Context: an optimization exercise on an open-source flow, tuned for small area. The choices shown serve that exercise and are no tape-out recipe.
In this exercise RTL edits were held to simulation tests only and were not proved equivalent to the original.
No driver is modelled on the clock port, so clocking that relies on it looks cheaper here than on a real chip.

==> run G <==
// data_mem_v2
module data_mem_v2
#(
    parameter int                DATA_W    = 32,
    parameter int                ADDR_W    = 7,
    parameter int                DEPTH     = 96,
    parameter int                READ_MODE = data_mem_pkg::WRITE_FIRST,
    parameter logic [DATA_W-1:0] INIT_VAL  = 32'h5A5A_0F0F
) (
    input  logic                clk,
    input  logic                rst_n,
    input  logic [ADDR_W-1:0]   address,
    input  logic                write_enable,
    input  logic [DATA_W/8-1:0] byte_en,
    input  logic [DATA_W-1:0]   data_input,
    input  logic                read_enable,
    output logic [DATA_W-1:0]   data_output,
    output logic                read_valid,
    input  logic                clear_req,
    output logic                busy,
    output logic                addr_err
);
==> module data_mem_v2, before the edit <==
module data_mem_v2
#(
    parameter int                DATA_W    = 32,
    parameter int                ADDR_W    = 7,
    parameter int                DEPTH     = 96,
    parameter int                READ_MODE = data_mem_pkg::WRITE_FIRST,
    parameter logic [DATA_W-1:0] INIT_VAL  = 32'h5A5A_0F0F
) (
    input  logic                clk,
    input  logic                rst_n,
    input  logic [ADDR_W-1:0]   address,
    input  logic                write_enable,
    input  logic [DATA_W/8-1:0] byte_en,
    input  logic [DATA_W-1:0]   data_input,
    input  logic                read_enable,
    output logic [DATA_W-1:0]   data_output,
    output logic                read_valid,
    input  logic                clear_req,
    output logic                busy,
    output logic                addr_err
);
    localparam int NB = DATA_W / 8;
    localparam int NG = DEPTH / 3;
    localparam logic [ADDR_W-1:0] LAST = ADDR_W'(DEPTH - 1);
    logic              r_busy;
    logic [ADDR_W-1:0] r_clr_ptr;
    always_ff @(negedge clk) begin
        if (!rst_n) begin
            r_busy    <= 1'b1;
            r_clr_ptr <= '0;
        end else if (r_busy) begin
            r_busy    <= (r_clr_ptr != LAST);
            r_clr_ptr <= (r_clr_ptr == LAST) ? '0 : r_clr_ptr + 1'b1;
        end else begin
            r_busy    <= clear_req;
            r_clr_ptr <= '0;
        end
    end
    logic [ADDR_W-1:0] w_sweep_addr;
    logic              w_busy;
    assign w_sweep_addr = r_clr_ptr;
    assign w_busy       = r_busy;
    logic              w_active;
    logic              w_in_range;
    logic              w_wr;
    logic              w_rd;
    logic [NB-1:0]     w_en;       
    logic [DATA_W-1:0] w_x;        
    assign w_active   = rst_n && !w_busy && !clear_req;
    assign w_in_range = !(address[ADDR_W-1] && address[ADDR_W-2]);    
    assign w_wr       = w_active && write_enable;
    assign w_rd       = w_active && read_enable;
    genvar gb, gj, gw, gg;
    generate
        for (gb = 0; gb < NB; gb++) begin : g_en
            assign w_en[gb] = (rst_n && w_busy) || (w_wr && byte_en[gb]);
        end
        for (gj = 0; gj < DATA_W; gj++) begin : g_x
            assign w_x[gj] = (w_busy ? INIT_VAL[gj] : data_input[gj]) || !w_en[gj/8];
        end
    endgenerate
    logic [ADDR_W-1:0] w_dec_addr;
    logic [7:0]        w_lo;
    logic [11:0]       w_hi;
    logic [DEPTH-1:0]  w_sel;
    assign w_dec_addr = w_busy ? w_sweep_addr : address;
    generate
        for (gw = 0; gw < 8; gw++) begin : g_lo
            assign w_lo[gw] = (w_dec_addr[2:0] == 3'(gw));
        end
        for (gw = 0; gw < 12; gw++) begin : g_hi
            assign w_hi[gw] = (w_dec_addr[6:3] == 4'(gw));
        end
    endgenerate
    logic [DEPTH*DATA_W-1:0] r_mem;
    generate
        for (gw = 0; gw < DEPTH; gw++) begin : g_word
            logic              w_sel_n;
            logic [NB-1:0]     w_z;
            logic [DATA_W-1:0] w_nxt;
            assign w_sel[gw] = w_lo[gw % 8] && w_hi[gw / 8];
            assign w_sel_n   = !w_sel[gw];
            for (gb = 0; gb < NB; gb++) begin : g_z
                assign w_z[gb] = w_sel[gw] && w_en[gb];
            end
            for (gj = 0; gj < DATA_W; gj++) begin : g_bit
                data_mem_hold u_hold (
                    .i_sel_n (w_sel_n),
                    .i_x     (w_x[gj]),
                    .i_q     (r_mem[gw*DATA_W+gj]),
                    .i_z     (w_z[gj/8]),
                    .o_d     (w_nxt[gj])
                );
            end
            always_ff @(negedge clk) begin
                r_mem[gw*DATA_W +: DATA_W] <= w_nxt;
            end
        end
    endgenerate
    logic [DATA_W-1:0] w_old;
    generate
        for (gj = 0; gj < DATA_W; gj++) begin : g_rd
            logic [NG-1:0] y;
            for (gg = 0; gg < NG; gg++) begin : g_grp
                data_mem_rd3 u_rd3 (
                    .i_s0 (w_sel[3*gg]),
                    .i_q0 (r_mem[(3*gg)*DATA_W+gj]),
                    .i_s1 (w_sel[3*gg+1]),
                    .i_q1 (r_mem[(3*gg+1)*DATA_W+gj]),
                    .i_s2 (w_sel[3*gg+2]),
                    .i_q2 (r_mem[(3*gg+2)*DATA_W+gj]),
                    .o_y_n(y[gg])
                );
            end
            assign w_old[gj] = !(&y);
        end
    endgenerate
    logic [DATA_W-1:0] r_data_output;
    logic              r_read_valid;
    logic              r_addr_err;
    always_ff @(negedge clk) begin
        if (!rst_n) begin
            r_data_output <= '0;
            r_read_valid  <= 1'b0;
            r_addr_err    <= 1'b0;
        end else begin
            r_read_valid <= w_rd;
            r_addr_err   <= (w_rd || w_wr) && !w_in_range;
            if (w_rd) begin
                for (int j = 0; j < DATA_W; j++) begin
                    r_data_output[j] <= (READ_MODE == data_mem_pkg::WRITE_FIRST && w_wr &&
                                         w_in_range && byte_en[j/8]) ? data_input[j] : w_old[j];
                end
            end
        end
    end
    assign data_output = r_data_output;
    assign read_valid  = r_read_valid;
    assign addr_err    = r_addr_err;
    assign busy        = w_busy;
endmodule
Settings: LEC_CHECK=0, CAP_MARGIN=20, CORE_MARGIN=2, CORE_UTILIZATION=65, SLEW_MARGIN=20, SYNTH_HIERARCHICAL=1, SYNTH_MINIMUM_KEEP_SIZE=0; clock period 14.0 ns.
standard.sh (not shown) runs the stock make flow with config.mk's settings and CLKGATE_MAP_FILE= SYNTH_SCRIPT=/design/flow/synth_recipe.tcl, a recipe that flattens the netlist after the stock synthesis.
==> flow/flow/run.sh <==
#!/bin/bash
# Own layout flow: the standard ORFS flow, with two changes at clock tree synthesis.
#  - The negative-edge registers share one clock inverter at the root of the tree; ORFS's
#    repair_clock_inverters would clone that inverter next to every register instead.
#  - Clock buffers are clkbuf_8 in clusters of up to 16 sinks, without dummy loads;
#    a leaf buffer whose sinks would see too much slew is upsized (pre_cts.tcl).
# Each input and output port still gets its own buffer, a buf_1 instead of ORFS's default pick.
set -euo pipefail
W=$(pwd)
export PRE_CTS_TCL="$W/flow/pre_cts.tcl"
export BUFFER_PORTS_ARGS="-buffer_cell sky130_fd_sc_hd__buf_1"
export CTS_ARGS="-sink_clustering_enable -repair_clock_nets -dont_use_dummy_load -buf_list sky130_fd_sc_hd__clkbuf_8 -sink_clustering_size 16 -sink_clustering_max_diameter 60"
bash standard.sh synth > "$W/standard_synth.log" 2>&1
bash standard.sh finish > "$W/standard_finish.log" 2>&1
==> flow/flow/pre_cts.tcl <==
# Sourced by ORFS's cts.tcl before clock tree synthesis (PRE_CTS_TCL, see run.sh).

# Keep the single clock inverter at the root of the tree instead of cloning it next to
# every negative-edge register.
proc repair_clock_inverters {args} {
  puts "own flow: repair_clock_inverters skipped"
}

# After the tree is built, upsize any leaf buffer whose register clock pins would see a
# slew above clk_leaf_limit (placement-estimated parasitics) to clkbuf_16.
set ::clk_leaf_limit 0.105
rename clock_tree_synthesis orfs_clock_tree_synthesis
proc clock_tree_synthesis {args} {
  orfs_clock_tree_synthesis {*}$args
  estimate_parasitics -placement
  set_propagated_clock [all_clocks]
  set drivers [dict create]
  foreach p [all_registers -clock_pins -edge_triggered] {
    set w 0
    foreach rf {rise fall} {
      foreach an {min max} {
        set s [get_property $p slew_${an}_$rf]
        if {$s > $w} { set w $s }
      }
    }
    if {$w > $::clk_leaf_limit} {
      set drv [get_pins -of_objects [get_nets -of_objects $p] -filter "direction==output"]
      dict set drivers [get_full_name [get_cells -of_objects $drv]] 1
    }
  }
  set n 0
  foreach name [dict keys $drivers] {
    set inst [get_cells $name]
    if {[get_property $inst ref_name] ne "sky130_fd_sc_hd__clkbuf_16"} {
      replace_cell $inst sky130_fd_sc_hd__clkbuf_16
      incr n
    }
  }
  puts "own flow: upsized $n clock leaf buffers to clkbuf_16"
}
==> run Z (differences from run G) <==
--- a/flow/design.v
+++ b/flow/design.v
@@ -9,6 +9,35 @@
         ptr_width = (depth > 1) ? $clog2(depth) : 1;
     endfunction
 endpackage
+module data_mem_clear_fsm
+#(
+    parameter int DEPTH = 96,
+    parameter int PTR_W = 7
+) (
+    input  logic             i_clk,
+    input  logic             i_rst_n,
+    input  logic             i_clear_req,
+    output logic [PTR_W-1:0] o_sweep_addr,
+    output logic             o_busy
+);
+    localparam logic [PTR_W-1:0] LAST = PTR_W'(DEPTH - 1);
+    logic             r_busy;
+    logic [PTR_W-1:0] r_clr_ptr;
+    always_ff @(negedge i_clk) begin
+        if (!i_rst_n) begin
+            r_busy    <= 1'b1;
+            r_clr_ptr <= '0;
+        end else if (r_busy) begin
+            r_busy    <= (r_clr_ptr != LAST);
+            r_clr_ptr <= (r_clr_ptr == LAST) ? '0 : r_clr_ptr + 1'b1;
+        end else begin
+            r_busy    <= i_clear_req;
+            r_clr_ptr <= '0;
+        end
+    end
+    assign o_busy       = r_busy;
+    assign o_sweep_addr = r_clr_ptr;
+endmodule
 module data_mem_v2
 #(
     parameter int                DATA_W    = 32,
@@ -32,25 +61,18 @@
 );
     localparam int NB = DATA_W / 8;
     localparam int NG = DEPTH / 3;
-    localparam logic [ADDR_W-1:0] LAST = ADDR_W'(DEPTH - 1);
-    logic              r_busy;
-    logic [ADDR_W-1:0] r_clr_ptr;
-    always_ff @(negedge clk) begin
-        if (!rst_n) begin
-            r_busy    <= 1'b1;
-            r_clr_ptr <= '0;
-        end else if (r_busy) begin
-            r_busy    <= (r_clr_ptr != LAST);
-            r_clr_ptr <= (r_clr_ptr == LAST) ? '0 : r_clr_ptr + 1'b1;
-        end else begin
-            r_busy    <= clear_req;
-            r_clr_ptr <= '0;
-        end
-    end
     logic [ADDR_W-1:0] w_sweep_addr;
     logic              w_busy;
-    assign w_sweep_addr = r_clr_ptr;
-    assign w_busy       = r_busy;
+    data_mem_clear_fsm #(
+        .DEPTH (DEPTH),
+        .PTR_W (ADDR_W)
+    ) u_clear_fsm (
+        .i_clk        (clk),
+        .i_rst_n      (rst_n),
+        .i_clear_req  (clear_req),
+        .o_sweep_addr (w_sweep_addr),
+        .o_busy       (w_busy)
+    );
     logic              w_active;
     logic              w_in_range;
     logic              w_wr;
==> flow/flow/run.sh (replaced) <==
#!/bin/bash
# Own layout flow: the standard ORFS flow, with two changes at clock tree synthesis.
#  - The negative-edge registers share one clock inverter at the root of the tree; ORFS's
#    repair_clock_inverters would clone that inverter next to every register instead.
#  - Clock buffers are clkbuf_8 in clusters of up to 16 sinks, without dummy loads;
#    a leaf buffer whose sinks would see too much slew is upsized (pre_cts.tcl).
set -euo pipefail
W=$(pwd)
export PRE_CTS_TCL="$W/flow/pre_cts.tcl"
export CTS_ARGS="-sink_clustering_enable -repair_clock_nets -dont_use_dummy_load -buf_list sky130_fd_sc_hd__clkbuf_8 -sink_clustering_size 16 -sink_clustering_max_diameter 60"
bash standard.sh synth > "$W/standard_synth.log" 2>&1
bash standard.sh finish > "$W/standard_finish.log" 2>&1
--- a/flow/flow/pre_cts.tcl
+++ b/flow/flow/pre_cts.tcl
@@ -8,7 +8,7 @@
 
 # After the tree is built, upsize any leaf buffer whose register clock pins would see a
 # slew above clk_leaf_limit (placement-estimated parasitics) to clkbuf_16.
-set ::clk_leaf_limit 0.105
+set clk_leaf_limit 0.105
 rename clock_tree_synthesis orfs_clock_tree_synthesis
 proc clock_tree_synthesis {args} {
   orfs_clock_tree_synthesis {*}$args
==> results.yml <==
outcome:
  lastStage: "clock tree synthesis (4_1_cts)"
  error: "Error: cts.tcl, 36 can't read \"::clk_leaf_limit\": no such variable"
  outcome: "stopped before the end"
synthesis:
  yosys_warnings: 8
  synth_compound_area_share_pct: 35.9
placement:
  dpl-instance-area_mm2: 0.114
(the above is from run Z)
==> results.yml <==
placement:
  dpl-instance-area_mm2: 0.112
drt:
  wire_per_inst_um: 35.6
synthesis:
  synth_compound_area_share_pct: 35.8
  yosys_warnings: 7
outcome:
  outcome: "timing/DRC/antenna clean"
(the above is from run G)
